This design comes from an exercise in tuning for small area on the open sky130 flow, not from production work. Where RTL was checked, it was by simulation tests only, not by an equivalence proof against the original. The RTL of run 7 was laid out without a check of its function. Power and IR drop assume default switching activity.

<file path="flow/run.sh">
#!/bin/bash
# synth_recipe.tcl (not shown) runs the flow's synth.tcl, then flattens the netlist and writes it again
# the make line also repeats each setting of config.mk as NAME=value (left out here)
make -C /OpenROAD-flow-scripts/flow DESIGN_CONFIG=/design/flow/config.mk WORK_HOME=/design/flow/orfs CLKGATE_MAP_FILE= SYNTH_SCRIPT=/design/flow/synth_recipe.tcl finish
</file>
<file path="flow/config.mk">
export PLATFORM = sky130hd
export DESIGN_NAME = armDpTop
export DESIGN_NICKNAME = armDpTop
export VERILOG_FILES = /design/flow/design.v
export SDC_FILE = /design/flow/constraint.sdc
export NUM_CORES = 4
export LEC_CHECK = 0
export CAP_MARGIN = 20
export CORE_MARGIN = 2
export CORE_UTILIZATION = 40
export SLEW_MARGIN = 20
export SYNTH_HIERARCHICAL = 1
export SYNTH_MINIMUM_KEEP_SIZE = 0
</file>
<file path="flow/constraint.sdc">
create_clock -name core_clock -period 6.5 [get_ports {clk}]
set_input_delay 1.3000 -clock core_clock [delete_from_list [all_inputs] [get_ports {clk}]]
set_output_delay 1.3000 -clock core_clock [all_outputs]
set_load 0.01 [all_outputs]
</file>
<file path="flow/design.v">
`timescale 1ns/1ps
`timescale 1ns/1ps
module regFile (
  input  logic        clk,
  input  logic [15:0] we,
  input  logic [31:0] wd,
  input  logic [15:0] selA,
  input  logic [15:0] selB,
  output logic [31:0] rdA,
  output logic [31:0] rdB
);
  logic [31:0] regs [0:15];
  always_ff @(posedge clk)
  begin
    for (int i = 0; i < 16; i++)
    begin
      if (we[i])
      begin
        regs[i] <= wd;
      end
    end
  end
  always_comb
  begin
    rdA = '0;
    rdB = '0;
    for (int i = 0; i < 16; i++)
    begin
      rdA = rdA | (regs[i] & {32{selA[i]}});
      rdB = rdB | (regs[i] & {32{selB[i]}});
    end
  end
endmodule
`timescale 1ns/1ps
`timescale 1ns/1ps
module executeUnit (
  input  logic        en,
  input  logic [31:0] a,
  input  logic [31:0] b,
  input  logic [3:0]  opc,
  input  logic        cFlag,
  output logic [31:0] result,
  output logic        arith,
  output logic        carry,
  output logic        ovf
);
  logic invA;
  logic invB;
  logic cin;
  always_comb
  begin
    invA  = 1'b0;
    invB  = 1'b0;
    arith = 1'b1;
    cin   = 1'b0;
    case (opc)
      4'd2, 4'd10:  begin invB = 1'b1; cin = 1'b1; end
      4'd3:         begin invA = 1'b1; cin = 1'b1; end
      4'd4, 4'd11:  begin end
      4'd5:         begin cin = cFlag; end
      4'd6:         begin invB = 1'b1; cin = cFlag; end
      4'd7:         begin invA = 1'b1; cin = cFlag; end
      4'd14, 4'd15: begin invB = 1'b1; arith = 1'b0; end
      default:      begin arith = 1'b0; end
    endcase
  end
  logic [31:0] x;
  logic [31:0] y;
  logic [31:0] p;
  logic [31:0] g;
  assign x = a ^ {32{invA}};
  assign y = b ^ {32{invB}};
  assign p = x ^ y;
  assign g = x & y;
  logic [31:0] gp;
  logic [31:0] pp;
  always_comb
  begin
    gp = g;
    pp = p;
    gp[0] = p[0] ? cin : g[0];
    for (int l = 1; l < 32; l = l * 2)
    begin
      for (int i = 2*l - 1; i < 32; i = i + 2*l)
      begin
        gp[i] = pp[i] ? gp[i-l] : gp[i];
        pp[i] = pp[i] & pp[i-l];
      end
    end
    for (int l = 8; l >= 1; l = l / 2)
    begin
      for (int i = 3*l - 1; i < 32; i = i + 2*l)
      begin
        gp[i] = pp[i] ? gp[i-l] : gp[i];
        pp[i] = pp[i] & pp[i-l];
      end
    end
  end
  logic [32:0] c;
  logic [31:0] sum;
  logic [31:0] lv;
  assign c   = {gp, cin};
  assign sum = p ^ c[31:0];
  always_comb
  begin
    case (opc)
      4'd1, 4'd9:   lv = p;        
      4'd12:        lv = p | g;    
      4'd13, 4'd15: lv = y;        
      default:      lv = g;        
    endcase
  end
  assign result = (sum & {32{en & arith}}) | (lv & {32{en & ~arith}});
  assign carry  = c[32];
  assign ovf    = c[32] ^ c[31];
endmodule
`timescale 1ns/1ps
`timescale 1ns/1ps
module armDpTop (
  input  logic        clk,
  input  logic        rstN,
  input  logic        instrValid,
  input  logic [31:0] instr,
  output logic        resultValid,
  output logic        resultWrote,
  output logic [3:0]  resultRd,
  output logic [31:0] resultData,
  output logic [3:0]  flags
);
  logic       immSel;
  logic [3:0] opc;
  logic       setFlags;
  logic [3:0] rn;
  logic [3:0] rd;
  logic [3:0] rot;
  logic [7:0] imm8;
  logic [3:0] rm;
  assign immSel   = instr[25];
  assign opc      = instr[24:21];
  assign setFlags = instr[20];
  assign rn       = instr[19:16];
  assign rd       = instr[15:12];
  assign rot      = instr[11:8];
  assign imm8     = instr[7:0];
  assign rm       = instr[3:0];
  logic        validQ;
  logic        wroteQ;
  logic [3:0]  rdQ;
  logic [31:0] dataQ;
  logic [3:0]  flagsQ;
  logic [15:0] selA;
  logic [15:0] selB;
  logic [15:0] rotHot;
  logic [15:0] we;
  logic        isTest;
  assign isTest = (opc[3:2] == 2'b10);
  always_comb
  begin
    for (int i = 0; i < 16; i++)
    begin
      selA[i]   = (rn == i);
      selB[i]   = (rm == i) & ~immSel;
      rotHot[i] = (rot == i) & immSel;
      we[i]     = ~rstN | (instrValid & ~isTest & (rd == i));
    end
  end
  logic [31:0] rdA;
  logic [31:0] rdB;
  logic [31:0] result;
  regFile regFile0 (
    .clk  (clk),
    .we   (we),
    .wd   (result),
    .selA (selA),
    .selB (selB),
    .rdA  (rdA),
    .rdB  (rdB)
  );
  logic [31:0] immOp;
  always_comb
  begin
    for (int j = 0; j < 32; j++)
    begin
      immOp[j] = 1'b0;
      for (int r = 0; r < 16; r++)
      begin
        if (((j + 2*r) % 32) < 8)
        begin
          immOp[j] = immOp[j] | (rotHot[r] & imm8[(j + 2*r) % 32]);
        end
      end
    end
  end
  logic arith;
  logic carry;
  logic ovf;
  executeUnit executeUnit0 (
    .en     (rstN),
    .a      (rdA),
    .b      (rdB | immOp),
    .opc    (opc),
    .cFlag  (flagsQ[1]),
    .result (result),
    .arith  (arith),
    .carry  (carry),
    .ovf    (ovf)
  );
  logic [3:0] flagsNew;
  assign flagsNew = {result[31], (result == 32'b0),
                     arith ? carry : flagsQ[1],
                     arith ? ovf : flagsQ[0]};
  always_ff @(posedge clk)
  begin
    validQ <= rstN & instrValid;
    wroteQ <= ~isTest;
    rdQ    <= rd;
    dataQ  <= result;
    if (!rstN)
    begin
      flagsQ <= 4'b0;
    end
    else if (instrValid & setFlags)
    begin
      flagsQ <= flagsNew;
    end
  end
  assign resultValid = validQ;
  assign resultWrote = wroteQ;
  assign resultRd    = rdQ;
  assign resultData  = dataQ;
  assign flags       = flagsQ;
endmodule
</file>
==> flow_metrics.tcl, run 1 <==
set metrics [dict create \
    crit_path_end_kind "flop" \
    clockBufferDepth 3 \
    synth_nets 2185 \
    finalHoldViolCount 0 \
    skew_ns 0.0305 \
    drt_iter0_markers 2974 \
    clock-root-buffer "clkbuf_16" \
    numCtsBuffers 58 \
    async_flop_share_pct 0 \
    ir_worst_vdd_mv 0.221 \
    post-dp-hpwl_mm 65.6 \
    max_freq_mhz 160 \
    synth_xor_area_share_pct 2.58 \
    synth_ff_type "edfxtp_1" \
    synth_top_family_by_area "compound AO/OA/AOI/OAI gates" \
    period_minus_slack_ns 6.26 \
    drtPass1Iterations 8 \
    synth_top_cell_area_share_pct 56.6 \
    ys_seq_area_share_pct 59.7 \
    cpMaxStageDelayCell "clkdlybuf4s50_1" \
    synth_area_leaders "edfxtp_1 57%, a221oi_1 9.3%, a22o_1 7.1%" \
    worstSetupPathType "in2reg" \
    final_min_period_over_clock_period_pct 96.3 \
    max_stage_delay_ns 0.53 \
    nets 2454 \
    finalHoldWorstSlack_ns 0.586 \
    synth_mux_area_share_pct 0.466 \
    cp_cell_sequence "clkdlybuf4s50_1 -> buf_4 -> nor3_2 -> buf_4 -> buf_4 -> a22o_1 -> a221oi_1 -> nand4_1 -> xnor2_2 -> ha_4 -> nand2_1 -> a311o_1 -> a2111oi_4 -> buf_4 -> o31ai_2 -> nand4_1 -> o21ai_1 -> fa_1 -> xor2_1 -> o21ai_0 -> nor2_1 -> nor4b_2 -> nand4_1 -> o31ai_2" \
    power.density_mw_per_mm2 350 \
    track_usage_pct 27.6 \
    dieArea_mm2 0.0700 \
    yosysMostFrequentCell "edfxtp_1" \
    port_buffers 70 \
    synth_edf_count 512 \
    grt_pass1_wl_mm 142 \
    synth-simple-area-share_pct 7.42 \
    core_area_mm2 0.0672 \
    netlist_area_mm2 0.0271 \
    htreeDepth 2 \
    num_rows 95 \
    cts.clk_slew.worst_paths_ns 0.06 \
    antenna_found_initial 2 \
    tns_ns 0 \
    path_delay_family "compound AO/OA/AOI/OAI gates" \
    grt_overflow 0 \
    num_vias 21945 \
    crit_path_start_kind "input pin" \
    insertion_delay_ns 0.65 \
    synthAdderAreaFrac_pct 4.20 \
    diodes 0 \
    cp_data_arrival_time_ns 6.80 \
    path_max_fanout 10 \
    final_layout_size_suffix_gt1_share_pct 24.0 \
    synth-compound-area-share_pct 21.2 \
    grt_pass1_vias 21573 \
    status "complete, no violations" \
    cts.sinks 554 \
    synth-seq-cells 554 \
    place.gp.congestion 0.887 \
    slew_viol_final 0 \
    die_h_um 265 \
    start_util_pct 40.4 \
    critPathMostFrequentCell "buf_4" \
    cts_hold_buf 0 \
    post-route-drc-count 0 \
    synth_cell_types 59 \
    synth.avg_cell_area_um2 13.1 \
    p_leak_nw 12.1 \
    die_x_um 265 \
    worst_pin_slew_ns 1.12 \
    io_pins 77 \
    synth_area_leader_cell "edfxtp_1" \
    post_drt_wl_per_cell_um 30.4 \
    wl_mm 99.2 \
    detail-route-antenna-nets 0 \
    required_ns 7.04 \
    synth_commonest_cells "512 x edfxtp_1, 289 x a221oi_1, 221 x a22o_1, 111 x clkbuf_1, 104 x nand4_1" \
    synthCells 2069 \
    vias_per_cell 6.73 \
    critPathBufInv 5 \
    worstHoldPathType "reg2reg" \
    cap_violations 0 \
    grt_max_degree 47 \
    slew-limit-headroom_pct 25.0 \
    setup_violations 0 \
    yosysWarningCount 10 \
    cts_tree "yes" \
    area_growth_syn_to_layout_pct 22.7 \
]
==> Yosys stat by module, one instance, submodules excluded <==
module	cells inside	flip-flops and latches	cell area, µm²	copies in the design
executeUnit	533	0	3760	1
regFile	1184	512	20900	1
armDpTop	352	42	2470	1
==> final cells by class <==
type / instances / area [µm²]
Inverter: 71 / 267
Sequential cell: 554 / 16200
Fill cell: 5770 / 33800
Clock inverter: 34 / 363
Tap cell: 873 / 1090
Timing Repair Buffer: 384 / 3230
Clock buffer: 75 / 1540
Multi-Input combinational cell: 1269 / 10600
==> state kept, by name, indices dropped and copies added, names as in the netlist <==
register	count
dataQ	32
wroteQ	1
validQ	1
rdQ	4
flagsQ	4
regFile0.regs	512
==> metal layers <==
layer,up-vias,wire (µm),global-route usage (%)
li1,9123,-,-
met1,11015,38100,37.1
met2,1557,44500,43.2
met3,250,11700,5.75
met4,0,4900,12.2
met5,-,0,0
==> per-stage QoR <==
| step | util, % | instances | total power, mW | worst slack [ns] | area, µm² |
|---|---|---|---|---|---|
| floorplan | - | 2069 | 6.77 | 0.0124 | 27200 |
| global placement | 46.0 | 3145 | 8.09 | -0.972 | 30900 |
| detailed placement | 46.0 | 3145 | 8.22 | -0.968 | 30900 |
| CTS | 49.0 | 3257 | 11.6 | 0.00216 | 32900 |
| global route | 49.6 | 3260 | 12.1 | -0.0193 | 33300 |
| finish | 49.6 | 3260 | 11.7 | 0.242 | 33300 |
==> worst paths after layout <==
| kind | from | endpoint | slack, ns | cells past startpoint |
|---|---|---|---|---|
| max | instr[16] | flagsQ[2] | 0.24 | 24 |
| min | flagsQ[2] | flagsQ[2] | 0.59 | 2 |
| max reg2reg | regFile0.regs[5][0] | flagsQ[2] | 1.02 | 25 |
| min reg2reg | flagsQ[2] | flagsQ[2] | 0.59 | 2 |
==> cell usage in the layout, fill, tap and decap left out, types with 33 or more instances in the layout <==
cell type and count:
ha_1 62, a22o_1 221, xnor2_1 65, clkdlybuf4s50_1 61, a22o_2 35, a31oi_1 33
nand2_1 46, edfxtp_1 512, clkbuf_16 58, dfxtp_1 42, a21oi_1 38, nand4_1 104
a221oi_1 260, nand3_1 100, o21ai_0 51, nor2_1 42, buf_4 290, inv_1 70
==> worst register-to-register path, delay by kind of cell (launching register included) <==
kind                       cells  cell delay (ns)
adders and majority gates      3             1.29
DFF                            1             0.45
and+or+nand+nor                9             1.32
buffers and inverters          4             0.54
xor gates and xnor gates       1             0.20
AOI/OAI and AO/OA              8             1.61
==> cell families after synthesis <==
group	Yosys count
compound gates	709
xor+xnor	80
fa+ha+maj	81
buf+inv	246
flops	554
mux	12
simple gates	387
==> power by group <==
group	internal (mW)	switching, mW
clock network	1.91	1.45
registers	4.93	0.387
logic	1.24	1.74
==> what timing repair did <==
action                                  CTS  global route
endpoints found under the setup margin  101            84
gates resized for setup                  39            71
gates cloned                              0             0
buffers inserted                          3             2
pin swaps                                19            36
==> run 2, diff against run 1 <==
--- a/flow/config.mk
+++ b/flow/config.mk
@@ -9,4 +9,5 @@
 export CORE_MARGIN = 2
 export CORE_UTILIZATION = 40
+export GPL_TIMING_DRIVEN = 0
 export SLEW_MARGIN = 20
 export SYNTH_HIERARCHICAL = 1
==> flow_metrics.tcl, run 2 <==
set metrics [dict create \
    grt_overflow 0 \
    cts_tree "yes" \
    worst_r2r_endpoint "flagsQ[2]" \
    synth_edf_count 512 \
    synth-seq-cells 554 \
    ys_seq_area_share_pct 59.7 \
    clock-root-buffer "clkbuf_16" \
    worstHoldPathType "reg2reg" \
    status "failed layout checks" \
    layout_common_cells "512 x edfxtp_1, 276 x a221oi_1, 221 x a22o_1" \
    die_h_um 265 \
    failed_checks "negative setup slack" \
    numCtsBuffers 59 \
    required_ns 7.08 \
    port_buffers 66 \
    yosysWarningCount 10 \
    crit_end "flagsQ[2]" \
    setup_violations 1 \
    start_util_pct 40.4 \
    clockBufferDepth 3 \
    drtPass1Iterations 6 \
    grt_pass1_wl_mm 144 \
    grt_pass1_vias 20262 \
    dieArea_mm2 0.0700 \
    r2r_start "regFile0.regs[4][0]" \
    insertion_delay_ns 0.66 \
    reg2reg_depth 23 \
    crit_path_end_kind "flop" \
    path_max_fanout 10 \
    num_rows 95 \
    max_freq_mhz 149 \
    yosysMostFrequentCell "edfxtp_1" \
    track_usage_pct 28.2 \
    skew_ns 0.0455 \
    crit_path_start_kind "input pin" \
    slew_viol_final 0 \
    htreeDepth 2 \
    synth_ff_type "edfxtp_1" \
    worst_pin_slew_ns 1.11 \
    power.density_mw_per_mm2 347 \
    area_growth_syn_to_layout_pct 20.2 \
    worst_slack_ns -0.224 \
    finalHoldViolCount 0 \
    core_area_mm2 0.0672 \
    final_common_cell "edfxtp_1" \
    grt_max_degree 21 \
    async_flop_share_pct 0 \
    final_layout_size_suffix_gt1_share_pct 17.2 \
    drt_iter0_markers 2835 \
    worstSetupStartpoint "instr[16]" \
    reg_top3 "regFile0.regs x512, dataQ x32" \
    post-dp-hpwl_mm 73.1 \
    dp.cells 3041 \
    ir_worst_vdd_mv 0.280 \
    synth_nets 2185 \
    synth_area_leaders "edfxtp_1 57%, a221oi_1 9.3%, a22o_1 7.1%" \
    detail-route-antenna-nets 0 \
    largest-register "regFile0.regs" \
    post-route-drc-count 0 \
    largest_reg_flops 512 \
    cts.clk_slew.worst_paths_ns 0.06 \
    synth_commonest_cells "512 x edfxtp_1, 289 x a221oi_1, 221 x a22o_1, 111 x clkbuf_1, 104 x nand4_1" \
    synth_cell_types 59 \
    num_vias 21352 \
    place.gp.congestion 0.955 \
    synth_top_cell_area_share_pct 56.6 \
    post_drt_wl_per_cell_um 31.8 \
    rrSetupSlack_ns 0.70 \
    nets 2368 \
    cts.sinks 554 \
    synth_area_leader_cell "edfxtp_1" \
    period_minus_slack_ns 6.72 \
    worstSetupPathType "in2reg" \
    synth.avg_cell_area_um2 13.1 \
    netlist_area_mm2 0.0271 \
    rsz0062_at_grt "yes" \
    io_pins 77 \
    dpl_worst_slack_ns -2.76 \
    cap_violations 0 \
    layout.cells.non_filler 3179 \
    wl_mm 101 \
    slew-limit-headroom_pct 26.1 \
    antenna_found_initial 3 \
    final_min_period_over_clock_period_pct 103 \
    synthCells 2069 \
    vias_per_cell 6.72 \
    cp_data_arrival_time_ns 7.30 \
    die_x_um 265 \
    p_leak_nw 11.4 \
]
run 2: cell counts after synthesis:
Identical to the previous run, type by type.
run 2: final cells by class:
type	instances	area, µm²
fill	5808	34500
sequential	554	16200
multi-input combinational	1269	10500
clock buffer	88	1690
timing repair buffer	123	1650
tap	873	1090
buffer	174	1040
inverter	71	267
clock inverter	23	183
antenna	4	10.0
run 2: what timing repair did:
action / in CTS / in global routing
hold buffers: 0 / 0
endpoints found under the setup margin: 427 / 275
hold endpoints to repair: 0 / 0
pin swaps: 32 / 9
gates resized for setup: 144 / 42
setup buffers: 19 / 5
run 2: worst min-delay path by stage:
stage	startpoint	to	slack, ns	cells after the start
2_1_floorplan	flagsQ[3]	flagsQ[3]	0.49	2
3_3_place_gp	flagsQ[3]	flagsQ[3]	0.54	2
3_5_place_dp	flagsQ[3]	flagsQ[3]	0.54	2
4_1_cts	flagsQ[3]	flagsQ[3]	0.56	2
5_1_grt	flagsQ[3]	flagsQ[3]	0.59	2
6_report	flagsQ[3]	flagsQ[3]	0.57	2
run 2: critical path, stage by stage:
cell,delay (ns)
dlygate4sd2_1,0.44
nand2_1,0.19
nor2_1,0.59
buf_2,0.40
a22o_1,0.18
a221oi_1,0.06
nand4_1,0.34
xnor2_1,0.20
inv_1,0.13
fa_2,0.42
nand2_2,0.08
a311o_1,0.31
a2111oi_4,0.11
buf_4,0.18
o31ai_4,0.26
nand4_1,0.25
and3_4,0.23
fa_2,0.56
nand2_1,0.06
nand2_2,0.13
nor2_4,0.07
nor4_4,0.41
nand4_1,0.16
o31ai_2,0.22
run 2: per-layer routing:
metal / global-route usage (%) / wire length [µm] / vias to the layer above
li1: - / - / 8954
met1: 38.8 / 40900 / 10819
met2: 43.0 / 44900 / 1317
met3: 5.51 / 10000 / 258
met4: 13.8 / 5390 / 4
met5: 0 / 22 / -
run 2: kinds of logic (layout without fill, tap and decap cells):
logic type      Yosys count  after routing  share of synthesized area, %
other cells               0              4                             0
flops                   554            554                          59.7
simple gates            387            387                          7.42
compound gates          709            709                          21.2
xor+xnor                 80             80                          2.58
fa+ha+maj                81             81                          4.20
buf+inv                 246            479                          4.35
mux                      12             12                         0.466
run 2: per-stage QoR:
stage | power (mW) | instance area [µm²] | util [%] | TNS, ns | hold WS (ns)
2_1_floorplan | 6.77 | 27200 | - | 0 | 0.488
3_3_place_gp | 7.72 | 29000 | 43.1 | -1757.71 | 0.536
3_5_place_dp | 7.89 | 30000 | 44.7 | -750.80 | 0.543
4_1_cts | 11.3 | 32500 | 48.3 | -0.184 | 0.559
5_1_grt | 11.8 | 32600 | 48.6 | -0.368 | 0.589
6_report | 11.3 | 32600 | 48.6 | -0.224 | 0.573
run 2: per-module statistics from Yosys, one instance, submodules excluded:
| module | cells | flops+latches |
|---|---|---|
| armDpTop | 352 | 42 |
| executeUnit | 533 | 0 |
| regFile | 1184 | 512 |
run 2: power by group:
part	switching, mW	leakage [nW]	total [mW]	internal, mW
Clock	1.44	0.918	3.27	1.83
Sequential	0.366	5.59	5.30	4.93
Combinational	1.77	4.91	2.77	0.998
==> run 3, diff against run 2 <==
--- a/flow/config.mk
+++ b/flow/config.mk
@@ -8,6 +8,5 @@
 export CAP_MARGIN = 20
 export CORE_MARGIN = 2
-export CORE_UTILIZATION = 40
-export GPL_TIMING_DRIVEN = 0
+export CORE_UTILIZATION = 60
 export SLEW_MARGIN = 20
 export SYNTH_HIERARCHICAL = 1
==> flow_metrics.tcl, run 3 <==
set metrics [dict create \
    synth-seq-cells 554 \
    layout_common_cells "512 x edfxtp_1, 328 x buf_4, 261 x a221oi_1" \
    synth_top_family_by_area "compound AO/OA/AOI/OAI gates" \
    fin_util_pct 75.0 \
    synth_cell_types 59 \
    cts.sinks 554 \
    crit_path_start_kind "input pin" \
    synthCells 2069 \
    reg_top3 "regFile0.regs x512, dataQ x32" \
    largest-register "regFile0.regs" \
    worst_pin_slew_ns 1.07 \
    synth_edf_count 512 \
    post_drt_wl_per_cell_um 32.2 \
    wl_mm 96.9 \
    port_buffers 70 \
    num_vias 22250 \
    grt_pass1_vias 21826 \
    slew_viol_final 0 \
    synth_area_leaders "edfxtp_1 57%, a221oi_1 9.3%, a22o_1 7.1%" \
    num_rows 77 \
    clock-root-buffer "clkbuf_16" \
    cp_data_arrival_time_ns 6.87 \
    period_minus_slack_ns 6.32 \
    htreeDepth 2 \
    vias_per_cell 7.38 \
    grt_max_degree 38 \
    ir_worst_vdd_mv 0.297 \
    ys_seq_area_share_pct 59.7 \
    core_area_mm2 0.0444 \
    yosysMostFrequentCell "edfxtp_1" \
    clockBufferDepth 3 \
    synthAdderAreaFrac_pct 4.20 \
    synth.avg_cell_area_um2 13.1 \
    cts_hold_buf 0 \
    detail-route-antenna-nets 0 \
    finalHoldViolCount 0 \
    track_usage_pct 41.0 \
    post-route-drc-count 0 \
    io_pins 77 \
    die_h_um 217 \
    async_flop_share_pct 0 \
    start_util_pct 61.1 \
    numCtsBuffers 55 \
    nets 2490 \
    cts.clk_slew.worst_paths_ns 0.07 \
    synth_xor_area_share_pct 2.58 \
    antenna_found_initial 3 \
    yosysWarningCount 10 \
    post-dp-hpwl_mm 62.8 \
    grt_pass1_wl_mm 139 \
    slew-limit-headroom_pct 28.1 \
    die_x_um 217 \
    grt_overflow 0 \
    drt_iter0_markers 2874 \
    rrSetupSlack_ns 1.01 \
    skew_ns 0.0264 \
    dieArea_mm2 0.0470 \
    final_common_cell "edfxtp_1" \
    status "complete, no violations" \
    synth-compound-area-share_pct 21.2 \
    worstHoldPathType "reg2reg" \
    cts_tree "yes" \
    synth-simple-area-share_pct 7.42 \
    synth_commonest_cells "512 x edfxtp_1, 289 x a221oi_1, 221 x a22o_1, 111 x clkbuf_1, 104 x nand4_1" \
    synth_nets 2185 \
    netlist_area_mm2 0.0271 \
    largest_reg_flops 512 \
    setup_violations 0 \
    max_freq_mhz 158 \
    final_min_period_over_clock_period_pct 97.2 \
    worstSetupPathType "in2reg" \
    final_layout_size_suffix_gt1_share_pct 25.6 \
    synth_ff_type "edfxtp_1" \
    power.density_mw_per_mm2 353 \
    area_growth_syn_to_layout_pct 22.8 \
    required_ns 7.05 \
    crit_path_end_kind "flop" \
    path_max_fanout 16 \
    synth_mux_area_share_pct 0.466 \
    p_leak_nw 12.3 \
    drtPass1Iterations 7 \
    power_mw 11.8 \
    synth_top_cell_area_share_pct 56.6 \
    insertion_delay_ns 0.64 \
    cap_violations 0 \
    synth_area_leader_cell "edfxtp_1" \
    place.gp.congestion 0.931 \
]
[run 3: critical path: stages]
cell             delay, ns
clkdlybuf4s50_1       0.56
buf_4                 0.18
nor3_4                0.06
buf_4                 0.13
buf_4                 0.21
a22o_1                0.28
a221oi_2              0.23
nand4_1               0.29
xnor2_2               0.24
inv_1                 0.12
fa_2                  0.24
nand2_2               0.07
a311o_1               0.38
a2111oi_4             0.46
o31ai_1               0.11
buf_4                 0.15
nand4_1               0.12
buf_4                 0.15
o21ai_4               0.06
fa_1                  0.45
xor2_1                0.17
o21ai_0               0.15
nor2_1                0.09
nor4b_2               0.23
nand4_1               0.17
o31ai_4               0.23
[run 3: worst paths after layout]
check                                         start  cells after the start   endpoint
worst max-delay path                      instr[18]                     26  flagsQ[2]
worst min-delay path                      flagsQ[3]                      2  flagsQ[3]
worst max register to register  regFile0.regs[5][0]                     21  flagsQ[2]
worst min register to register            flagsQ[3]                      2  flagsQ[3]
[run 3: metal layers]
metal	vias to the layer above	track usage (%)	wire length (µm)
li1	9183	-	-
met1	10881	51.4	33000
met2	1793	64.2	44200
met3	391	8.18	12000
met4	2	28.8	7660
met5	-	0	16
[run 3: modules after synthesis (local to each module, per instance)]
| module | copies in the design | cells inside | flip-flops and latches |
|---|---|---|---|
| regFile | 1 | 1184 | 512 |
| armDpTop | 1 | 352 | 42 |
| executeUnit | 1 | 533 | 0 |
[run 3: report_power, final]
group          switching [mW]  internal, mW
combinational            1.75          1.28
clock                    1.40          2.00
sequential              0.396          4.93
total                    3.55          8.21
[run 3: repair_timing]
action / 4_1_cts / 5_1_grt
gates resized for setup: 20 / 88
gates cloned: 0 / 0
setup endpoints to repair: 35 / 130
endpoints found under the hold margin: 0 / 0
pin swaps: 7 / 37
buffers inserted: 0 / 1
[run 3: area by class of cell]
class,count,area (µm²)
sequential,554,16200
multi-input combinational,1269,10600
timing repair buffer,423,3530
antenna,1,2.50
clock inverter,29,417
inverter,71,267
clock buffer,74,1510
fill,2937,11100
tap,592,741
[run 3: cell families (layout without fill, tap and decap cells)]
kind of cell / Yosys count / count (layout)
flip-flops: 554 / 554
adder cells (fa/ha/maj): 81 / 81
AND/OR/NAND/NOR: 387 / 387
other: 0 / 1
buffers and inverters: 246 / 597
XOR/XNOR: 80 / 80
multiplexers: 12 / 12
AO/OA/AOI/OAI: 709 / 709
[run 3: per-stage QoR]
step           setup WS (ns)  instance area (µm²)  setup TNS, ns  hold slack, ns  std cells
2_1_floorplan         0.0124                27200              0           0.488       2069
5_1_grt             -0.00427                33300       -0.00818           0.546       3012
6_report               0.181                33300              0           0.525       3013
4_1_cts              0.00215                32900              0           0.527       3011
3_3_place_gp          -0.935                30900        -139.90           0.508       2908
3_5_place_dp          -0.997                30900        -173.22           0.516       2908
==> run 4, diff against run 3 <==
==> flow/flow/run.sh (new file) <==
#!/bin/bash
# The standard layout (standard.sh, unchanged synthesis) with two extra ORFS settings:
# port buffers are buf_2 cells instead of the default delay-buffer pick, and after
# global routing non-critical cells are sized down (ORFS's RECOVER_POWER step).
# make's full output goes to standard_make.log; each ORFS step also keeps its own
# log under orfs/logs/.
set -euo pipefail
bash standard.sh \
  "BUFFER_PORTS_ARGS=-buffer_cell sky130_fd_sc_hd__buf_2" \
  "RECOVER_POWER=100" \
  finish > standard_make.log 2>&1
==> flow/standard.sh (new file) <==
#!/bin/bash
# synth_recipe.tcl (not shown) runs the flow's synth.tcl, then flattens the netlist and writes it again
# the make line also repeats each setting of config.mk as NAME=value (left out here)
make -C /OpenROAD-flow-scripts/flow DESIGN_CONFIG=/design/flow/config.mk WORK_HOME=/design/flow/orfs CLKGATE_MAP_FILE= SYNTH_SCRIPT=/design/flow/synth_recipe.tcl "${@:-finish}"
--- a/flow/config.mk
+++ b/flow/config.mk
@@ -8,5 +8,5 @@
 export CAP_MARGIN = 20
 export CORE_MARGIN = 2
-export CORE_UTILIZATION = 60
+export CORE_UTILIZATION = 40
 export SLEW_MARGIN = 20
 export SYNTH_HIERARCHICAL = 1
removed: flow/run.sh
==> flow_metrics.tcl, run 4 <==
set metrics [dict create \
    min_to "flagsQ[2]" \
    port_buffers 70 \
    num_vias 21542 \
    detail-route-antenna-nets 0 \
    failed_checks "max-capacitance violations, max-slew violations" \
    async_flop_share_pct 0 \
    worstHoldStart "flagsQ[2]" \
    cp_data_arrival_time_ns 6.86 \
    die_x_um 265 \
    synth-seq-cells 554 \
    slew_viol_final 358 \
    worstHoldPathType "reg2reg" \
    final_min_period_over_clock_period_pct 97.2 \
    synth_area_leaders "edfxtp_1 57%, a221oi_1 9.3%, a22o_1 7.1%" \
    reg2reg_depth 25 \
    grt_pass1_wl_mm 140 \
    cts_hold_buf 0 \
    regArea_mm2 0.0162 \
    p_leak_nw 11.4 \
    max_freq_mhz 158 \
    antenna_found_initial 2 \
    finalHoldViolCount 0 \
    synth_nets 2185 \
    cts.sinks 554 \
    rsz0062_at_grt "yes" \
    largest_reg_flops 512 \
    final_common_cell "edfxtp_1" \
    synth_area_leader_cell "edfxtp_1" \
    cpMaxStageDelayCell "fa_1" \
    clockBufferDepth 3 \
    num_rows 95 \
    max_stage_delay_ns 0.53 \
    io_pins 77 \
    crit_path_start_kind "input pin" \
    area_growth_syn_to_layout_pct 17.7 \
    synth_commonest_cells "512 x edfxtp_1, 289 x a221oi_1, 221 x a22o_1, 111 x clkbuf_1, 104 x nand4_1" \
    drtPass1Iterations 7 \
    grt_max_degree 45 \
    nets 2429 \
    path_max_fanout 5 \
    hold_path_depth 2 \
    drt_iter0_markers 2839 \
    cap_violations 16 \
    clock-root-buffer "clkbuf_16" \
    slew-limit-headroom_pct -184 \
    worst_pin_slew_ns 4.22 \
    synth_ff_type "edfxtp_1" \
    diodes 0 \
    netlist_area_mm2 0.0271 \
    multi_input_area_mm2 0.0101 \
    synthCells 2069 \
    worstSetupPathType "in2reg" \
    grt_pass1_vias 20984 \
    core_area_mm2 0.0672 \
    ys_seq_area_share_pct 59.7 \
    reg_top3 "regFile0.regs x512, dataQ x32" \
    power.density_mw_per_mm2 351 \
    worst_r2r_endpoint "flagsQ[2]" \
    wl_mm 97.8 \
    required_ns 7.05 \
    post-dp-hpwl_mm 65.1 \
    post-route-drc-count 0 \
    htreeDepth 2 \
    cts_tree "yes" \
    numCtsBuffers 59 \
    cts.clk_slew.worst_paths_ns 0.06 \
    final_layout_size_suffix_gt1_share_pct 20.2 \
    power_mw 11.2 \
    status "failed layout checks" \
    skew_ns 0.0256 \
    synth_top_cell_area_share_pct 56.6 \
    layout_common_cells "512 x edfxtp_1, 284 x a221oi_1, 255 x buf_4" \
    setup_violations 0 \
    r2r_start "regFile0.regs[0][0]" \
    period_minus_slack_ns 6.32 \
    yosysMostFrequentCell "edfxtp_1" \
    yosysWarningCount 10 \
    largest-register "regFile0.regs" \
    ir_worst_vdd_mv 0.246 \
    die_h_um 265 \
    synth_cell_types 59 \
    vias_per_cell 6.66 \
    crit_path_end_kind "flop" \
    place.gp.congestion 0.896 \
    tns_ns 0 \
    dieArea_mm2 0.0700 \
    track_usage_pct 27.5 \
    start_util_pct 40.4 \
    post_drt_wl_per_cell_um 30.2 \
    rrSetupSlack_ns 0.91 \
    insertion_delay_ns 0.63 \
    synth.avg_cell_area_um2 13.1 \
    synth_edf_count 512 \
    grt_overflow 0 \
    finalHoldWorstSlack_ns 0.600 \
    nFillCells 5869 \
]
## run 4: cell count changes in the layout (fill, tap and decap cells not counted), moves of 23 or more
cell,delta
clkbuf_1,+66
buf_4,-73
buf_2,+23
a221oi_2,-23
clkdlybuf4s50_1,-63
a221oi_1,+23
## run 4: per-stage QoR
step           util [%]  worst slack, ns  cells  area (µm²)
6_report           47.6            0.181   3233       31900
5_1_grt            47.6          -0.0383   3233       31900
4_1_cts            47.9           0.0419   3232       32200
3_5_place_dp       45.2           -0.771   3124       30400
3_3_place_gp       45.2           -0.768   3124       30400
2_1_floorplan         -           0.0124   2069       27200
## run 4: power by group
group	internal (mW)	total (mW)	switching (mW)
registers	4.94	5.31	0.364
logic	1.05	2.74	1.70
clock network	1.78	3.17	1.40
total	7.77	11.2	3.46
## run 4: Yosys stat by module, one instance, submodules excluded
| module | times used | flops+latches | cells inside |
|---|---|---|---|
| regFile | 1 | 512 | 1184 |
| executeUnit | 1 | 0 | 533 |
| armDpTop | 1 | 42 | 352 |
## run 4: what timing repair did
action / in CTS / in global routing
pin swaps: 1 / 6
gates resized for setup: 2 / 10
setup buffers: 0 / 1
endpoints found under the setup margin: 1 / 2
## run 4: final cells by class
class                      instances  share of cell area, %
clock buffer                      73                   4.79
clock inverter                    35                  0.799
inverter                          71                  0.834
multi-input combinational       1269                   31.8
sequential                       554                   50.8
tap                              873                   3.42
timing repair buffer             358                   7.65
## run 4: routing by layer
| metal | track usage [%] | routed length [µm] |
|---|---|---|
| met3 | 5.39 | 10300 |
| met1 | 37.1 | 38300 |
| met2 | 42.5 | 44000 |
| met5 | 0 | 0 |
| met4 | 13.3 | 5110 |
## run 4: worst max-delay path: cells and delay by family
| kind | cells | cell delay, ns |
|---|---|---|
| xor+xnor | 1 | 0.20 |
| fa+ha+maj | 3 | 1.31 |
| buf+inv | 6 | 0.82 |
| simple gates | 11 | 1.50 |
| compound gates | 8 | 1.71 |
## run 4: cells by family (layout without fill, tap and decap cells)
kind of cell / Yosys count / count (layout) / synth area share [%]
adders and majority gates: 81 / 81 / 4.20
and+or+nand+nor: 387 / 387 / 7.42
xor gates and xnor gates: 80 / 80 / 2.58
DFF: 554 / 554 / 59.7
muxes: 12 / 12 / 0.466
buffers and inverters: 246 / 537 / 4.35
AOI/OAI and AO/OA: 709 / 709 / 21.2
## run 4: worst max path at each step
stage / from / end / slack [ns] / depth (start not counted)
after global placement: instr[25] / flagsQ[2] / -0.77 / 26
after floorplan: instr[2] / flagsQ[2] / 0.01 / 24
after global routing: instr[25] / flagsQ[2] / -0.04 / 27
after CTS: instr[25] / flagsQ[2] / 0.04 / 26
final: instr[25] / flagsQ[2] / 0.18 / 29
after detailed placement: instr[25] / flagsQ[2] / -0.77 / 26
==> run 5, diff against run 4 <==
--- a/flow/design.v
+++ b/flow/design.v
@@ -148,5 +148,7 @@
   logic [3:0]  rdQ;
   logic [31:0] dataQ;
-  logic [3:0]  flagsQ;
+  logic        nQ;
+  logic        cQ;
+  logic        vQ;
   logic [15:0] selA;
   logic [15:0] selB;
@@ -200,5 +202,5 @@
     .b      (rdB | immOp),
     .opc    (opc),
-    .cFlag  (flagsQ[1]),
+    .cFlag  (cQ),
     .result (result),
     .arith  (arith),
@@ -206,8 +208,12 @@
     .ovf    (ovf)
   );
-  logic [3:0] flagsNew;
-  assign flagsNew = {result[31], (result == 32'b0),
-                     arith ? carry : flagsQ[1],
-                     arith ? ovf : flagsQ[0]};
+  logic zFromData;
+  logic zQ;
+  logic zOut;
+  logic [2:0] ncvNew;
+  assign zOut   = zFromData ? (dataQ == 32'b0) : zQ;
+  assign ncvNew = {result[31],
+                   arith ? carry : cQ,
+                   arith ? ovf : vQ};
   always_ff @(posedge clk)
   begin
@@ -218,9 +224,24 @@
     if (!rstN)
     begin
-      flagsQ <= 4'b0;
-    end
-    else if (instrValid & setFlags)
-    begin
-      flagsQ <= flagsNew;
+      nQ        <= 1'b0;
+      cQ        <= 1'b0;
+      vQ        <= 1'b0;
+      zFromData <= 1'b0;
+      zQ        <= 1'b0;
+    end
+    else
+    begin
+      if (instrValid & setFlags)
+      begin
+        nQ        <= ncvNew[2];
+        cQ        <= ncvNew[1];
+        vQ        <= ncvNew[0];
+        zFromData <= 1'b1;
+      end
+      else
+      begin
+        zFromData <= 1'b0;
+        zQ        <= zOut;
+      end
     end
   end
@@ -229,4 +250,4 @@
   assign resultRd    = rdQ;
   assign resultData  = dataQ;
-  assign flags       = flagsQ;
+  assign flags       = {nQ, zOut, cQ, vQ};
 endmodule
==> flow/run.sh (new file) <==
#!/bin/bash
# synth_recipe.tcl (not shown) runs the flow's synth.tcl, then flattens the netlist and writes it again
# the make line also repeats each setting of config.mk as NAME=value (left out here)
make -C /OpenROAD-flow-scripts/flow DESIGN_CONFIG=/design/flow/config.mk WORK_HOME=/design/flow/orfs CLKGATE_MAP_FILE= SYNTH_SCRIPT=/design/flow/synth_recipe.tcl finish
--- a/flow/config.mk
+++ b/flow/config.mk
@@ -9,4 +9,6 @@
 export CORE_MARGIN = 2
 export CORE_UTILIZATION = 40
+export CTS_CLUSTER_DIAMETER = 120
+export CTS_CLUSTER_SIZE = 26
 export SLEW_MARGIN = 20
 export SYNTH_HIERARCHICAL = 1
removed: flow/flow/run.sh
removed: flow/standard.sh
==> flow_metrics.tcl, run 5 <==
set metrics [dict create \
    yosysMostFrequentCell "edfxtp_1" \
    worstHoldPathType "reg2reg" \
    crit_path_start_kind "input pin" \
    die_x_um 264 \
    synthCells 2035 \
    cap_violations 0 \
    cts.sinks 555 \
    ir_worst_vdd_mv 0.237 \
    worst_r2r_endpoint "regFile0.regs[2][28]" \
    cts.clk_slew.worst_paths_ns 0.12 \
    final_layout_size_suffix_gt1_share_pct 20.7 \
    cpMaxStageDelayCell "or3_2" \
    wl_mm 102 \
    synth-seq-cells 555 \
    p_leak_nw 11.4 \
    required_ns 6.85 \
    track_usage_pct 28.4 \
    max_freq_mhz 157 \
    antenna_found_initial 6 \
    min_to "nQ" \
    path_max_fanout 17 \
    regArea_mm2 0.0162 \
    numCtsBuffers 25 \
    max_stage_delay_ns 0.53 \
    nets 2395 \
    layout.cells.non_filler 3171 \
    multi_input_area_mm2 0.0103 \
    dpl_worst_slack_ns -1.15 \
    ys_seq_area_share_pct 60.1 \
    cts_tree "yes" \
    rrSetupSlack_ns 1.32 \
    clockBufferDepth 3 \
    layout_common_cells "512 x edfxtp_1, 275 x a221oi_1, 255 x buf_4" \
    final_common_cell "edfxtp_1" \
    rsz0062_at_grt "yes" \
    largest-register "regFile0.regs" \
    status "complete, no violations" \
    dieArea_mm2 0.0696 \
    worstSetupPathType "in2reg" \
    die_h_um 264 \
    largest_reg_flops 512 \
    num_rows 95 \
    crit_path_end_kind "flop" \
    finalHoldViolCount 0 \
    setup_violations 0 \
    post-route-drc-count 0 \
    worstHoldStart "nQ" \
    synth_cell_types 62 \
    slew_viol_final 0 \
    port_buffers 70 \
    start_util_pct 40.3 \
    final_min_period_over_clock_period_pct 97.8 \
    r2r_start "regFile0.regs[4][0]" \
    synth.avg_cell_area_um2 13.3 \
    worst_slack_ns 0.141 \
    synth_nets 2151 \
    async_flop_share_pct 0 \
    netlist_area_mm2 0.0270 \
    place.gp.congestion 0.942 \
    reg2reg_depth 22 \
    yosysWarningCount 10 \
    synth_area_leader_cell "edfxtp_1" \
    slew-limit-headroom_pct 11.8 \
    tns_ns 0 \
    synth_commonest_cells "512 x edfxtp_1, 289 x a221oi_1, 221 x a22o_1, 89 x nand2_1, 84 x clkbuf_1" \
    hold_path_depth 2 \
    critPathMostFrequentCell "buf_4" \
    path_delay_family "buffers and inverters" \
    critPathBufInv 8 \
    grt_pass1_vias 20692 \
    drt_iter0_markers 3104 \
    post_drt_wl_per_cell_um 32.3 \
    clock-root-buffer "clkbuf_16" \
    synth_area_leaders "edfxtp_1 57%, a221oi_1 9.4%, a22o_1 7.2%" \
    period_minus_slack_ns 6.36 \
    drtPass1Iterations 6 \
    grt_overflow 0 \
    synth_ff_type "edfxtp_1" \
    htreeDepth 1 \
    grt_pass1_wl_mm 143 \
    fin_util_pct 47.6 \
    nFillCells 5897 \
    core_area_mm2 0.0670 \
    area_growth_syn_to_layout_pct 18.1 \
    skew_ns 0.0280 \
    synth_top_cell_area_share_pct 56.9 \
    power.density_mw_per_mm2 320 \
    reg_top3 "regFile0.regs x512, dataQ x32, rdQ x4" \
    finalHoldWorstSlack_ns 0.486 \
    vias_per_cell 6.79 \
    post-dp-hpwl_mm 63.2 \
    grt_max_degree 38 \
    num_vias 21526 \
    cp_data_arrival_time_ns 6.71 \
    synth_edf_count 512 \
    insertion_delay_ns 0.61 \
    io_pins 77 \
    worst_pin_slew_ns 1.31 \
    dp.cells 3118 \
    detail-route-antenna-nets 0 \
]
## run 5: cell types whose count changed in the layout (fill, tap and decap cells not counted), moves of 32 or more
cell / delta
clkdlybuf4s50_1: +65
a21oi_1: +33
clkbuf_16: -34
clkbuf_1: -60
a31oi_1: -32
a22oi_1: +32
nand3_1: -65
## run 5: cells by family after synthesis
logic type | synth area share, %
adder cells (fa/ha/maj) | 4.23
AO/OA/AOI/OAI | 22.1
XOR/XNOR | 2.60
AND/OR/NAND/NOR | 6.35
flip-flops | 60.1
multiplexers | 0.468
buffers and inverters | 4.09
## run 5: modules after synthesis, one instance, submodules excluded
module / cell area (µm²) / flip-flops and latches / copies in the design
executeUnit: 3760 / 0 / 1
armDpTop: 2320 / 43 / 1
regFile: 20900 / 512 / 1
## run 5: metrics by stage
stage          instance area, µm²  power (mW)
6_report                    31900        10.2
5_1_grt                     31900        10.6
4_1_cts                     31600        10.1
3_5_place_dp                30800        8.29
3_3_place_gp                30800        8.17
2_1_floorplan               27000        6.75
## run 5: worst max path at each step
stage | start | end | cells past startpoint
global placement | instr[25] | regFile0.regs[12][29] | 27
global route | instr[0] | nQ | 28
floorplan | instr[0] | regFile0.regs[0][28] | 22
CTS | instr[25] | regFile0.regs[10][31] | 26
finish | instr[0] | regFile0.regs[2][28] | 26
detailed placement | instr[25] | regFile0.regs[3][27] | 27
## run 5: metal layers
layer / global-route usage (%) / share of wire (%)
met5: 0 / 0.013
met4: 8.92 / 3.5
met3: 4.86 / 11
met2: 43.7 / 44
met1: 41.1 / 41
## run 5: repair_timing
action / CTS / global route
hold buffers: 0 / 0
pin swaps: 6 / 20
gates resized for setup: 16 / 67
endpoints found under the setup margin: 271 / 338
gates cloned: 0 / 2
buffers inserted: 3 / 3
## run 5: final cells by class
cell class | instances | share of cell area [%]
Sequential cell | 555 | 50.9
Inverter | 72 | 0.848
Multi-Input combinational cell | 1258 | 32.3
Tap cell | 873 | 3.43
Antenna cell | 1 | 0.00785
Clock buffer | 44 | 2.19
Clock inverter | 1 | 0.0510
Timing Repair Buffer | 367 | 10.2
## run 5: worst register-to-register path: cells and delay by family, from the launching register on
kind / cells / cell delay (ns)
compound gates: 7 / 1.60
xor+xnor: 1 / 0.22
simple gates: 7 / 0.88
fa+ha+maj: 3 / 1.26
buf+inv: 4 / 0.56
flops: 1 / 0.43
## run 5: power breakdown
part | leakage (nW) | switching [mW] | internal [mW]
Sequential | 5.59 | 0.405 | 4.93
Combinational | 5.44 | 1.72 | 1.30
Clock | 0.338 | 1.12 | 0.743
Total | 11.4 | 3.24 | 6.97
==> run 6, diff against run 5 <==
==> flow/flow/run.sh (new file) <==
#!/bin/bash
# The standard layout (standard.sh, unchanged synthesis) with one extra ORFS setting:
# port buffers are buf_2 cells instead of the default delay-buffer pick.
# make's full output goes to standard_make.log; each ORFS step also keeps its own
# log under orfs/logs/.
set -euo pipefail
bash standard.sh \
  "BUFFER_PORTS_ARGS=-buffer_cell sky130_fd_sc_hd__buf_2" \
  finish > standard_make.log 2>&1
==> flow/standard.sh (new file) <==
#!/bin/bash
# synth_recipe.tcl (not shown) runs the flow's synth.tcl, then flattens the netlist and writes it again
# the make line also repeats each setting of config.mk as NAME=value (left out here)
make -C /OpenROAD-flow-scripts/flow DESIGN_CONFIG=/design/flow/config.mk WORK_HOME=/design/flow/orfs CLKGATE_MAP_FILE= SYNTH_SCRIPT=/design/flow/synth_recipe.tcl "${@:-finish}"
removed: flow/run.sh
==> flow_metrics.tcl, run 6 <==
set metrics [dict create \
    vias_per_cell 6.75 \
    synth_commonest_cells "512 x edfxtp_1, 289 x a221oi_1, 221 x a22o_1, 89 x nand2_1, 84 x clkbuf_1" \
    reg2reg_depth 21 \
    synth_top_cell_area_share_pct 56.9 \
    core_area_mm2 0.0670 \
    fin_util_pct 45.9 \
    die_h_um 264 \
    yosysWarningCount 10 \
    p_leak_nw 10.9 \
    cts.sinks 555 \
    fin_area_mm2 0.0307 \
    dieArea_mm2 0.0696 \
    synth.avg_cell_area_um2 13.3 \
    switching_share_pct 31.6 \
    worst_pin_slew_ns 1.19 \
    final_min_period_over_clock_period_pct 96.0 \
    combPwrFrac_pct 26.5 \
    nets 2320 \
    p_int_mw 6.68 \
    layout_common_cells "512 x edfxtp_1, 288 x a221oi_1, 221 x a22o_1" \
    ir_worst_vdd_mv 0.202 \
    io_pins 77 \
    skew_ns 0.0215 \
    clock-root-buffer "clkbuf_16" \
    synth_area_leader_cell "edfxtp_1" \
    finalHoldWorstSlack_ns 0.484 \
    cpMaxStageDelayCell "fa_1" \
    hold_path_depth 2 \
    drt_iter0_markers 3010 \
    critPathMostFrequentCell "fa_1" \
    crit_path_start_kind "input pin" \
    p_switching_mw 3.09 \
    required_ns 6.86 \
    die_x_um 264 \
    grt_pass1_vias 20394 \
    status "complete, no violations" \
    grt_overflow 0 \
    insertion_delay_ns 0.62 \
    start_util_pct 40.3 \
    cts_tree "yes" \
    area_growth_syn_to_layout_pct 13.9 \
    setup_violations 0 \
    power.density_mw_per_mm2 318 \
    final_layout_size_suffix_gt1_share_pct 19.7 \
    worstSetupPathType "in2reg" \
    nFillCells 6033 \
    post-route-drc-count 0 \
    yosysMostFrequentCell "edfxtp_1" \
    final_common_cell "edfxtp_1" \
    ys_seq_area_share_pct 60.1 \
    cts.clk_slew.worst_paths_ns 0.10 \
    worstHoldPathType "reg2reg" \
    slew-limit-headroom_pct 20.6 \
    place.gp.congestion 0.939 \
    largest-register "regFile0.regs" \
    post-dp-hpwl_mm 60.7 \
    numCtsBuffers 25 \
    post_drt_wl_per_cell_um 31.8 \
    antenna_found_initial 8 \
    synth_area_leaders "edfxtp_1 57%, a221oi_1 9.4%, a22o_1 7.2%" \
    synthCells 2035 \
    tns_ns 0 \
    track_usage_pct 27.5 \
    cp_data_arrival_time_ns 6.60 \
    finalHoldViolCount 0 \
    synth_nets 2151 \
    crit_path_end_kind "flop" \
    largest_reg_flops 512 \
    wl_mm 98.4 \
    synth_edf_count 512 \
    drtPass1Iterations 6 \
    max_freq_mhz 160 \
    async_flop_share_pct 0 \
    clockBufferDepth 3 \
    port_buffers 70 \
    power_frac_clock_pct 19.1 \
    period_minus_slack_ns 6.24 \
    num_rows 95 \
    sequentialPowerShare_pct 54.4 \
    max_stage_delay_ns 0.47 \
    num_vias 20916 \
    cap_violations 0 \
    netlist_area_mm2 0.0270 \
    reg_top3 "regFile0.regs x512, dataQ x32, rdQ x4" \
    synth-seq-cells 555 \
    htreeDepth 1 \
    path_max_fanout 17 \
    slew_viol_final 0 \
    detail-route-antenna-nets 0 \
    grt_pass1_wl_mm 139 \
    dpl_cell_area_mm2 0.0299 \
    cts_hold_buf 0 \
    grt_max_degree 56 \
    synth_cell_types 62 \
    synth_ff_type "edfxtp_1" \
]
-- run 6: routing by layer --
metal / share of wire, % / routed length (µm) / GRT usage [%]
met2: 45 / 43900 / 43.2
met5: 0.048 / 47 / 0
met4: 4.7 / 4610 / 11.5
met1: 39 / 38700 / 36.8
met3: 11 / 11200 / 6.12
-- run 6: Yosys stat by module, one instance, submodules excluded --
module       times used  area, µm²
armDpTop              1       2320
executeUnit           1       3760
regFile               1      20900
-- run 6: worst paths after layout --
kind | from | slack, ns | end
worst max register to register | regFile0.regs[4][0] | 1.04 | regFile0.regs[8][29]
worst min register to register | nQ | 0.48 | nQ
worst min-delay path | nQ | 0.48 | nQ
worst max-delay path | instr[25] | 0.26 | regFile0.regs[8][29]
-- run 6: cells by family after synthesis --
| kind of cell | count (synthesis) | synth area share [%] |
|---|---|---|
| DFF | 555 | 60.1 |
| AOI/OAI and AO/OA | 743 | 22.1 |
| xor gates and xnor gates | 80 | 2.60 |
| muxes | 12 | 0.468 |
| adders and majority gates | 81 | 4.23 |
| buffers and inverters | 222 | 4.09 |
| and+or+nand+nor | 342 | 6.35 |
-- run 6: layout make-up --
cell class / count / area, µm² / share of cell area [%]
sequential: 555 / 16200 / 52.8
multi-input combinational: 1258 / 10100 / 33.0
timing repair buffer: 292 / 2270 / 7.39
tap: 873 / 1090 / 3.55
clock buffer: 44 / 697 / 2.27
inverter: 72 / 270 / 0.879
clock inverter: 2 / 28.8 / 0.0936
antenna: 1 / 2.50 / 0.00814
-- run 6: critical path, delay by kind of cell --
family / cells / cell delay [ns]
buffers and inverters: 5 / 0.80
xor gates and xnor gates: 2 / 0.34
and+or+nand+nor: 7 / 0.90
adders and majority gates: 3 / 1.34
AOI/OAI and AO/OA: 8 / 1.91
-- run 6: metrics by stage --
stage | cells | setup slack [ns] | total power, mW
after floorplan | 2035 | 0.0118 | 6.75
after global placement | 3042 | -0.470 | 7.76
after detailed placement | 3046 | -0.476 | 7.89
after CTS | 3092 | 0.117 | 9.71
after global routing | 3096 | -0.00128 | 10.2
final | 3097 | 0.260 | 9.77
-- run 6: power groups by stage --
stage | clock network, mW | logic, mW | registers (mW)
after detailed placement | 0 | 2.51 | 5.38
after global placement | 0 | 2.44 | 5.33
after floorplan | 0 | 1.44 | 5.31
final | 1.87 | 2.59 | 5.31
after global routing | 2.00 | 2.83 | 5.39
after CTS | 1.89 | 2.52 | 5.30
-- run 6: what timing repair did --
item	4_1_cts	5_1_grt
hold endpoints to repair	0	0
gates resized for setup	0	23
endpoints found under the setup margin	0	197
buffers inserted	0	2
==> run 7, diff against run 6 <==
--- a/flow/design.v
+++ b/flow/design.v
@@ -79,21 +79,12 @@
     gp = g;
     pp = p;
-    gp[0] = p[0] ? cin : g[0];
-    for (int l = 1; l < 32; l = l * 2)
-    begin
-      for (int i = 2*l - 1; i < 32; i = i + 2*l)
-      begin
-        gp[i] = pp[i] ? gp[i-l] : gp[i];
-        pp[i] = pp[i] & pp[i-l];
-      end
-    end
-    for (int l = 8; l >= 1; l = l / 2)
-    begin
-      for (int i = 3*l - 1; i < 32; i = i + 2*l)
-      begin
-        gp[i] = pp[i] ? gp[i-l] : gp[i];
-        pp[i] = pp[i] & pp[i-l];
-      end
-    end
+    gp[0] = g[0] | (p[0] & cin);
+    for (int l = 0; l < 5; l++)
+      for (int i = 31; i >= 0; i--)
+        if ((i >> l) & 1)
+        begin
+          gp[i] = gp[i] | (pp[i] & gp[((i >> l) << l) - 1]);
+          pp[i] = pp[i] & pp[((i >> l) << l) - 1];
+        end
   end
   logic [32:0] c;
==> flow/flow/run.sh (replaced) <==
#!/bin/bash
# The standard layout (standard.sh, unchanged synthesis) with extra ORFS settings:
# port buffers are buf_2 cells instead of the default delay-buffer pick, and
# clock tree synthesis gets larger sink clusters and no dummy loads.
# make's full output goes to standard_make.log; each ORFS step also keeps its own
# log under orfs/logs/.
set -euo pipefail
bash standard.sh \
  "BUFFER_PORTS_ARGS=-buffer_cell sky130_fd_sc_hd__buf_2" \
  "CTS_ARGS=-sink_clustering_enable -repair_clock_nets -sink_clustering_size 26 -sink_clustering_max_diameter 120 -dont_use_dummy_load" \
  finish > standard_make.log 2>&1
==> flow_metrics.tcl, run 7 <==
set metrics [dict create \
    cp_cell_sequence "buf_2 -> nand3b_1 -> buf_4 -> nor2_4 -> buf_4 -> a22o_2 -> a221oi_1 -> nand4_1 -> a21oi_1 -> nand3_1 -> xnor2_1 -> ha_1 -> a21oi_1 -> nand2_1 -> o2111ai_1 -> nand2_1 -> fa_1 -> o21ai_0 -> nor2_1" \
    slew-limit-headroom_pct 19.1 \
    worstSetupStartpoint "instr[25]" \
    largest-register "regFile0.regs" \
    clock-root-buffer "clkbuf_16" \
    ir_worst_vdd_mv 0.170 \
    setup_violations 0 \
    post_cts_buffers 0 \
    dieArea_mm2 0.0692 \
    cts.clk_slew.worst_paths_ns 0.10 \
    cpMaxStageDelayCell "nor2_1" \
    ys_seq_area_share_pct 60.5 \
    synth_cell_types 71 \
    vias_per_cell 6.89 \
    synth_edf_count 512 \
    yosysMostFrequentCell "edfxtp_1" \
    async_flop_share_pct 0 \
    post_cts_resized 0 \
    power_mw 9.77 \
    place.gp.congestion 0.943 \
    power.density_mw_per_mm2 322 \
    wl_mm 101 \
    start_util_pct 40.6 \
    post-dp-hpwl_mm 62.4 \
    area_growth_syn_to_layout_pct 13.1 \
    synth_area_leader_cell "edfxtp_1" \
    worstHoldStart "nQ" \
    grt_pass1_vias 19972 \
    num_vias 21028 \
    io_pins 77 \
    skew_ns 0.0355 \
    netlist_area_mm2 0.0269 \
    rrSetupSlack_ns 1.26 \
    synth-seq-cells 555 \
    cts.sinks 555 \
    tns_ns 0 \
    cts_hold_buf 0 \
    final_common_cell "edfxtp_1" \
    dpl_cell_area_mm2 0.0297 \
    drtPass1Iterations 6 \
    synth_nets 2125 \
    synth.avg_cell_area_um2 13.3 \
    max_stage_delay_ns 0.77 \
    die_x_um 263 \
    die_h_um 263 \
    final_min_period_over_clock_period_pct 94.2 \
    fin_area_mm2 0.0304 \
    synthCells 2020 \
    period_minus_slack_ns 6.12 \
    layout_common_cells "512 x edfxtp_1, 283 x a221oi_1, 222 x a22o_1" \
    worstSetupPathType "in2reg" \
    worstHoldPathType "reg2reg" \
    track_usage_pct 28.1 \
    cap_violations 0 \
    yosysWarningCount 10 \
    synth_top_cell_area_share_pct 57.2 \
    antenna_found_initial 6 \
    post_drt_wl_per_cell_um 33.0 \
    port_buffers 70 \
    crit_path_start_kind "input pin" \
    dpl_worst_slack_ns -0.359 \
    grt_overflow 0 \
    core_area_mm2 0.0661 \
    grt_max_degree 40 \
    detail-route-antenna-nets 0 \
    worst_pin_slew_ns 1.20 \
    numCtsBuffers 25 \
    max_freq_mhz 163 \
    insertion_delay_ns 0.62 \
    path_delay_family "simple AND/OR/NAND/NOR gates" \
    slew_viol_final 0 \
    synth_area_leaders "edfxtp_1 57%, a221oi_1 9.2%, a22o_1 7.2%" \
    worst_slack_ns 0.378 \
    r2r_start "regFile0.regs[0][0]" \
    drt_iter0_markers 2835 \
    status "complete, no violations" \
    critPathBufInv 3 \
    path_max_fanout 31 \
    required_ns 6.77 \
    p_leak_nw 10.9 \
    htreeDepth 1 \
    final_layout_size_suffix_gt1_share_pct 20.1 \
    reg_top3 "regFile0.regs x512, dataQ x32, rdQ x4" \
    finalHoldViolCount 0 \
    synth_commonest_cells "512 x edfxtp_1, 283 x a221oi_1, 222 x a22o_1, 96 x nand2_1, 80 x clkbuf_1" \
    fin_util_pct 45.9 \
    nets 2294 \
    rsz0062_at_grt "no" \
    grt_pass1_wl_mm 142 \
    clockBufferDepth 3 \
    cp_data_arrival_time_ns 6.39 \
    synth_ff_type "edfxtp_1" \
    cts_tree "yes" \
    post-route-drc-count 0 \
    nFillCells 5956 \
    largest_reg_flops 512 \
    num_rows 94 \
    crit_path_end_kind "flop" \
]
[run 7: changes by cell type in the layout (fill, tap and decap cells not counted), sizes merged, moves of 4 or more]
| cell | delta |
|---|---|
| nor2 | -29 |
| clkbuf | -19 |
| xor2 | +13 |
| o22ai | +12 |
| fa | -11 |
| o21ai | -11 |
| xnor2 | -11 |
| a21o | +8 |
| nand2 | +8 |
| mux2i | -6 |
| nand4 | -6 |
| a221oi | -5 |
| o32ai | +4 |
[run 7: cell type report]
type,instances,area (µm²),area share (%)
antenna,3,7.51,0.0247
multi-input combinational,1245,10000,33.0
inverter,73,274,0.902
sequential,555,16200,53.5
clock buffer,25,626,2.06
tap,864,1080,3.56
timing repair buffer,289,2130,7.00
[run 7: final timing paths]
| kind | endpoint | cells past startpoint |
|---|---|---|
| worst min register to register | nQ | 2 |
| worst max-delay path | regFile0.regs[6][16] | 19 |
| worst max register to register | regFile0.regs[12][22] | 21 |
| worst min-delay path | nQ | 2 |
[run 7: kinds of logic (layout without fill, tap and decap cells)]
group           after synthesis  after routing  synth area share, %
compound gates              759            759                 22.9
xor+xnor                     82             82                 2.67
fa+ha+maj                    70             70                 3.43
buf+inv                     220            387                 4.09
flops                       555            555                 60.5
mux                           5              5                0.191
other cells                   0              3                    0
simple gates                329            329                 6.29
[run 7: worst min-delay path, stage by stage, from the launching register on]
cell and delay [ns]:
dfxtp_1 0.33, nand2_1 0.05, a21boi_0 0.07
[run 7: modules after synthesis, one instance, submodules excluded]
| module | cells inside | flops+latches | area (µm²) |
|---|---|---|---|
| executeUnit | 518 | 0 | 3620 |
| armDpTop | 318 | 43 | 2320 |
| regFile | 1184 | 512 | 20900 |
[run 7: through the flow]
stage | hold WS (ns) | std cells
2_1_floorplan | 0.444 | 2020
3_3_place_gp | 0.458 | 3025
3_5_place_dp | 0.478 | 3026
4_1_cts | 0.492 | 3051
5_1_grt | 0.535 | 3051
6_report | 0.490 | 3054
[run 7: routing by layer]
metal  GRT usage, %  part of all wire (%)
met1           38.8                    40
met2           43.6                    44
met3           5.91                    12
met4           10.7                   4.7
met5              0                 0.049
[run 7: power by group]
part	internal (mW)	leakage [nW]	switching [mW]
registers	5.01	5.61	0.438
logic	0.959	4.98	1.58
clock network	0.690	0.308	1.10
total	6.66	10.9	3.12

[separate check: timing with driven ports]
How much do the figures lean on ideal ports? The routed layouts below were timed once more, with nothing changed but the port constraints.
Step 1, drivers: a clkbuf_16 drives clk and a buf_2 each remaining input, both assumed.
Step 2 adds t to the input delays and takes it off the output delays; t is the mean of the earliest and latest rising clock arrival at the registers after step 1. Input paths then give back, and output paths get back, about the clock's delay inside the block.
a / b / c = ideal ports / drivers / drivers and shift; a / b = the first two.
run | t (ns) | setup slack, ns | hold WS [ns] | worst register clock-pin slew, ns | worst data-port slew with drivers (ns)
run 1 | 0.690 | 0.242 / 0.265 / -0.424 | 0.586 / 0.586 / 0.586 | 0.07 / 0.07 | 0.07
run 2 | 0.694 | -0.224 / -0.195 / -0.888 | 0.573 / 0.573 / 0.573 | 0.07 / 0.07 | 0.07
run 3 | 0.685 | 0.181 / 0.219 / -0.466 | 0.525 / 0.525 / 0.525 | 0.07 / 0.07 | 0.16
run 4 | 0.677 | 0.181 / 0.218 / -0.460 | 0.600 / 0.600 / 0.600 | 0.07 / 0.07 | 0.09
run 5 | 0.660 | 0.141 / 0.182 / -0.478 | 0.486 / 0.486 / 0.486 | 0.12 / 0.12 | 0.04
run 6 | 0.671 | 0.260 / 0.288 / -0.382 | 0.484 / 0.484 / 0.484 | 0.11 / 0.11 | 0.12
run 7 | 0.663 | 0.378 / 0.402 / -0.262 | 0.490 / 0.490 / 0.490 | 0.11 / 0.11 | 0.15
The setup slack of run 1, which loses most, moves by +0.023 ns with the drivers and by -0.666 ns with both steps.
